This design comes from an exercise in tuning for small area and a short achievable clock period on the open sky130 flow, not from production work.
The RTL was checked by simulation tests, not by an equivalence proof against the original design.
Power figures rest on the tool's default switching activity, not on a simulated workload.

==> flow/design.v <==
package bus_pkg;
  localparam int ADDR_W = 20;
  localparam int DATA_W = 8;
  typedef enum logic {
    leer     = 1'b0,
    escribir = 1'b1
  } operacion;
  typedef enum logic [2:0] {
    IDLE = 3'd0,
    ADDR = 3'd1,
    WAIT = 3'd2,
    DATA = 3'd3,
    TURN = 3'd4
  } resp_state_t;
endpackage
module bm_hold (input logic we, input logic nwe, input logic d, input logic q,
                output logic y);
  assign y = (we & d) | (nwe & q);
endmodule
module bm_wen (input logic a, input logic b, output logic we, output logic nwe);
  assign we  = a & b;
  assign nwe = ~(a & b);
endmodule
module bm_rd4 (input logic s0, input logic d0, input logic s1, input logic d1,
               input logic s2, input logic d2, input logic s3, input logic d3,
               output logic y);
  assign y = (s0 & d0) | (s1 & d1) | (s2 & d2) | (s3 & d3);
endmodule
module bm_nor2 (input logic a, input logic b, output logic y);
  assign y = ~(a | b);
endmodule
module bm_nand2 (input logic a, input logic b, output logic y);
  assign y = ~(a & b);
endmodule
module bm_nand4 (input logic a, input logic b, input logic c, input logic d,
                 output logic y);
  assign y = ~(a & b & c & d);
endmodule
module bus_mem_responder #(
  parameter logic [bus_pkg::ADDR_W-1:0] BASE = 20'h00000,
  parameter int                DEPTH_LOG2  = 8,
  parameter int                WAIT_STATES = 1,
  parameter logic [bus_pkg::DATA_W-1:0] FILL_BYTE = 8'hFF
) (
  input  logic              clk,
  input  logic              reset,
  input  logic              EN,
  input  logic              RD_WR,
  input  logic [bus_pkg::ADDR_W-1:0] Direction,
  input  logic [bus_pkg::DATA_W-1:0] Bus_in,
  output logic [bus_pkg::DATA_W-1:0] Bus_out,
  output logic              Bus_oe,
  output logic              READY,
  output logic              ERR,
  output logic              Busy
);
  logic        busy_q, idle_q, addr_q, wait_q, data_q;
  logic        err_q, oe_q, wnow_q;
  logic [7:0]  out_q;
  logic [7:0]  off_q;
  logic        op_q, in_win_q;
  logic [1:0]  phase_q;
  logic [2:0]  wpend_q;           
  logic [7:0]  waddr_q, wdata_q;  
  logic        fwd_d;             
  logic        src_tree_q, src_buf_q, src_wd_q, src_ff_q;   
  logic [7:0]  rdbuf_q;
  logic [15:0] rhi_n_q;           
  logic [7:0]  rmt_n_q;           
  logic [15:0] wgo_q;             
  logic [3:0]  wmid_q;            
  logic [7:0]  rd;
  logic        accept;
  logic [7:0]  anext, wanext;
  logic [1:0]  rplace_nx, wplace_nx;
  assign accept = idle_q && EN;
  assign fwd_d  = (off_q == waddr_q);
  always_ff @(posedge clk or negedge reset) begin
    if (!reset) begin
      busy_q <= 1'b0;
      idle_q <= 1'b1;
      addr_q <= 1'b0;
      wait_q <= 1'b0;
      data_q <= 1'b0;
      err_q  <= 1'b0;
      oe_q   <= 1'b0;
      wnow_q <= 1'b0;
      out_q  <= '0;
      src_tree_q <= 1'b0;
      src_buf_q  <= 1'b0;
      src_wd_q   <= 1'b0;
      src_ff_q   <= 1'b0;
    end else begin
      busy_q <= accept || addr_q || wait_q || data_q;
      idle_q <= !(accept || addr_q || wait_q || data_q);
      addr_q <= accept;
      wait_q <= addr_q;
      data_q <= wait_q;
      err_q  <= wait_q && !in_win_q;
      oe_q   <= wait_q && !op_q;
      wnow_q <= wait_q && op_q && in_win_q;
      src_tree_q <= addr_q && !op_q && in_win_q && !fwd_d && !rplace_nx[0];
      src_buf_q  <= addr_q && !op_q && in_win_q && !fwd_d && rplace_nx[0];
      src_wd_q   <= addr_q && !op_q && in_win_q && fwd_d;
      src_ff_q   <= addr_q && !op_q && !in_win_q;
      out_q  <= ({8{src_tree_q}} & rd) | ({8{src_buf_q}} & rdbuf_q) |
                ({8{src_wd_q}} & wdata_q) | ({8{src_ff_q}} & FILL_BYTE);
    end
  end
  always_ff @(posedge clk) begin
    if (idle_q) begin
      off_q    <= Direction[7:0];
      op_q     <= RD_WR;
      in_win_q <= (Direction[19:8] == 12'h000);
    end
  end
  always_ff @(posedge clk) begin
    case (phase_q)
      2'd0:    phase_q <= 2'd1;
      2'd1:    phase_q <= 2'd2;
      2'd2:    phase_q <= 2'd3;
      default: phase_q <= 2'd0;
    endcase
  end
  assign wanext = wnow_q ? off_q : waddr_q;
  always_ff @(posedge clk) begin
    wpend_q <= {wpend_q[1:0], wnow_q};
    if (wnow_q) begin
      waddr_q <= off_q;
      wdata_q <= Bus_in;
    end
    rdbuf_q <= rd;
  end
  assign anext     = idle_q ? Direction[7:0] : off_q;
  assign rplace_nx = anext[1:0] + phase_q + 2'd1;
  assign wplace_nx = wanext[1:0] + phase_q + 2'd1;
  always_ff @(posedge clk) begin
    for (int i = 0; i < 16; i++) begin
      rhi_n_q[i] <= (anext[7:4] != i[3:0]);
      wgo_q[i] <= (|{wpend_q[2:0], wnow_q}) && (wplace_nx == 2'd3) &&
                  (wanext[7:4] == i[3:0]);
    end
    for (int i = 0; i < 4; i++) begin
      rmt_n_q[2*i]   <= !(anext[3:2] == i[1:0] && rplace_nx == 2'd0);
      rmt_n_q[2*i+1] <= !(anext[3:2] == i[1:0] && rplace_nx == 2'd2);
      wmid_q[i]      <= (wanext[3:2] == i[1:0]);
    end
  end
  logic [127:0] rs;               
  logic [7:0]   row_q [256];      
  genvar r, p, b, k;
  generate
    for (r = 0; r < 64; r++) begin : g_ring
      logic we, nwe;
      logic [7:0] nxt;
      bm_wen  u_we  (.a(wgo_q[r / 4]), .b(wmid_q[r % 4]), .we(we), .nwe(nwe));
      for (b = 0; b < 8; b++) begin : g_bit
        bm_hold u_h (.we(we), .nwe(nwe), .d(wdata_q[b]), .q(row_q[4*r+3][b]), .y(nxt[b]));
      end
      always_ff @(posedge clk) begin
        row_q[4*r]   <= nxt;
        row_q[4*r+1] <= row_q[4*r];
        row_q[4*r+2] <= row_q[4*r+1];
        row_q[4*r+3] <= row_q[4*r+2];
      end
      for (p = 0; p < 2; p++) begin : g_pl
        bm_nor2 u_rs (.a(rhi_n_q[r / 4]), .b(rmt_n_q[(r % 4) * 2 + p]), .y(rs[2*r+p]));
      end
    end
    for (b = 0; b < 8; b++) begin : g_rd
      logic [31:0] t1;    
      logic [15:0] t2;    
      logic [3:0]  t3;    
      logic [1:0]  t4;    
      for (k = 0; k < 32; k++) begin : g_t1
        bm_rd4 u_a (.s0(rs[4*k]),   .d0(row_q[2*(4*k)][b]),
                    .s1(rs[4*k+1]), .d1(row_q[2*(4*k+1)][b]),
                    .s2(rs[4*k+2]), .d2(row_q[2*(4*k+2)][b]),
                    .s3(rs[4*k+3]), .d3(row_q[2*(4*k+3)][b]), .y(t1[k]));
      end
      for (k = 0; k < 16; k++) begin : g_t2
        bm_nor2 u_o (.a(t1[2*k]), .b(t1[2*k+1]), .y(t2[k]));
      end
      for (k = 0; k < 4; k++) begin : g_t3
        bm_nand4 u_n (.a(t2[4*k]), .b(t2[4*k+1]), .c(t2[4*k+2]), .d(t2[4*k+3]), .y(t3[k]));
      end
      bm_nor2 u_o4 (.a(t3[0]), .b(t3[1]), .y(t4[0]));
      bm_nor2 u_o5 (.a(t3[2]), .b(t3[3]), .y(t4[1]));
      assign rd[b] = ~(t4[0] & t4[1]);
    end
  endgenerate
  assign Bus_out = out_q;
  assign Bus_oe  = oe_q;
  assign READY   = data_q;
  assign ERR     = err_q;
  assign Busy    = busy_q;
endmodule
export LEC_CHECK = 0
export CAP_MARGIN = 20
export CORE_MARGIN = 2
export CORE_UTILIZATION = 40
export CTS_CLUSTER_DIAMETER = 100
export CTS_CLUSTER_SIZE = 24
export SETUP_SLACK_MARGIN = 3.2
export SLEW_MARGIN = 20
export SYNTH_HIERARCHICAL = 1
create_clock -name core_clock -period 5.0 [get_ports {clk}]
run.sh (not shown) runs the stock make flow with config.mk's settings and CLKGATE_MAP_FILE= SYNTH_SCRIPT=/design/flow/synth_recipe.tcl, a recipe that flattens the netlist after the stock synthesis.
==> next run, changes <==
--- a/flow/design.v
+++ b/flow/design.v
@@ -16,11 +16,12 @@
 module bm_hold (input logic we, input logic nwe, input logic d, input logic q,
                 output logic y);
   assign y = (we & d) | (nwe & q);
 endmodule
-module bm_wen (input logic a, input logic b, output logic we, output logic nwe);
-  assign we  = a & b;
-  assign nwe = ~(a & b);
+module bm_wen (input logic a, input logic b, input logic c,
+               output logic we, output logic nwe);
+  assign we  = a & b & c;
+  assign nwe = ~(a & b & c);
 endmodule
 module bm_rd4 (input logic s0, input logic d0, input logic s1, input logic d1,
                input logic s2, input logic d2, input logic s3, input logic d3,
                output logic y);
@@ -66,10 +67,11 @@
   logic        src_tree_q, src_buf_q, src_wd_q, src_ff_q;   
   logic [7:0]  rdbuf_q;
   logic [15:0] rhi_n_q;           
   logic [7:0]  rmt_n_q;           
-  logic [15:0] wgo_q;             
+  logic [15:0] whi_q;             
   logic [3:0]  wmid_q;            
+  logic        go_q;              
   logic [7:0]  rd;
   logic        accept;
   logic [7:0]  anext, wanext;
   logic [1:0]  rplace_nx, wplace_nx;
@@ -136,25 +138,26 @@
   assign wplace_nx = wanext[1:0] + phase_q + 2'd1;
   always_ff @(posedge clk) begin
     for (int i = 0; i < 16; i++) begin
       rhi_n_q[i] <= (anext[7:4] != i[3:0]);
-      wgo_q[i] <= (|{wpend_q[2:0], wnow_q}) && (wplace_nx == 2'd3) &&
-                  (wanext[7:4] == i[3:0]);
+      whi_q[i] <= (wanext[7:4] == i[3:0]);
     end
     for (int i = 0; i < 4; i++) begin
       rmt_n_q[2*i]   <= !(anext[3:2] == i[1:0] && rplace_nx == 2'd0);
       rmt_n_q[2*i+1] <= !(anext[3:2] == i[1:0] && rplace_nx == 2'd2);
       wmid_q[i]      <= (wanext[3:2] == i[1:0]);
     end
+    go_q   <= (|{wpend_q[2:0], wnow_q}) && (wplace_nx == 2'd3);
   end
   logic [127:0] rs;               
   logic [7:0]   row_q [256];      
   genvar r, p, b, k;
   generate
     for (r = 0; r < 64; r++) begin : g_ring
       logic we, nwe;
       logic [7:0] nxt;
-      bm_wen  u_we  (.a(wgo_q[r / 4]), .b(wmid_q[r % 4]), .we(we), .nwe(nwe));
+      bm_wen  u_we  (.a(whi_q[r / 4]), .b(wmid_q[r % 4]), .c(go_q),
+                     .we(we), .nwe(nwe));
       for (b = 0; b < 8; b++) begin : g_bit
         bm_hold u_h (.we(we), .nwe(nwe), .d(wdata_q[b]), .q(row_q[4*r+3][b]), .y(nxt[b]));
       end
       always_ff @(posedge clk) begin
Non-clock buffer count fell by 4.
Sequential cell count went up by 1.
Die area hardly moves.
Worst setup slack degrades by 0.030 ns.
Synthesized area barely changes.
Cell count hardly moves.
Routed wire length increases by 3.0%.
Power goes up by 1.3%.
Clock-buffer cell count is unchanged.
Fmax goes down by 1.2%.

==> afterwards: timing with drivers on the ports <==
The results above use ideal ports. As a check the final layouts listed here were re-extracted and re-timed, cells and wires unchanged. Step 1 sets driving cells, clkbuf_16 on the clock port and buf_2 on the other inputs (assumed; they add their load-dependent delay and slew). Step 2 times the ports against the registers' clock, not the clock port: input delays grow and output delays shrink by t, the midpoint of the rising clock arrivals with the driver on. Three values: ideal, step 1, step 2; two values: the first two.
run	t (ns)	setup slack, ns	worst setup path after step 2	clock arrival spread, ns	cell pins on the clock port's net
the first run	0.782	2.607 / 2.535 / 2.459	input to register	0.061 / 0.061	1
the second run	0.826	2.577 / 2.494 / 2.415	input to register	0.057 / 0.057	1
After both steps setup and hold are still met in every run listed. The setup slack of the second run, which loses most, moves by -0.083 ns with the drivers and by -0.162 ns with both steps.
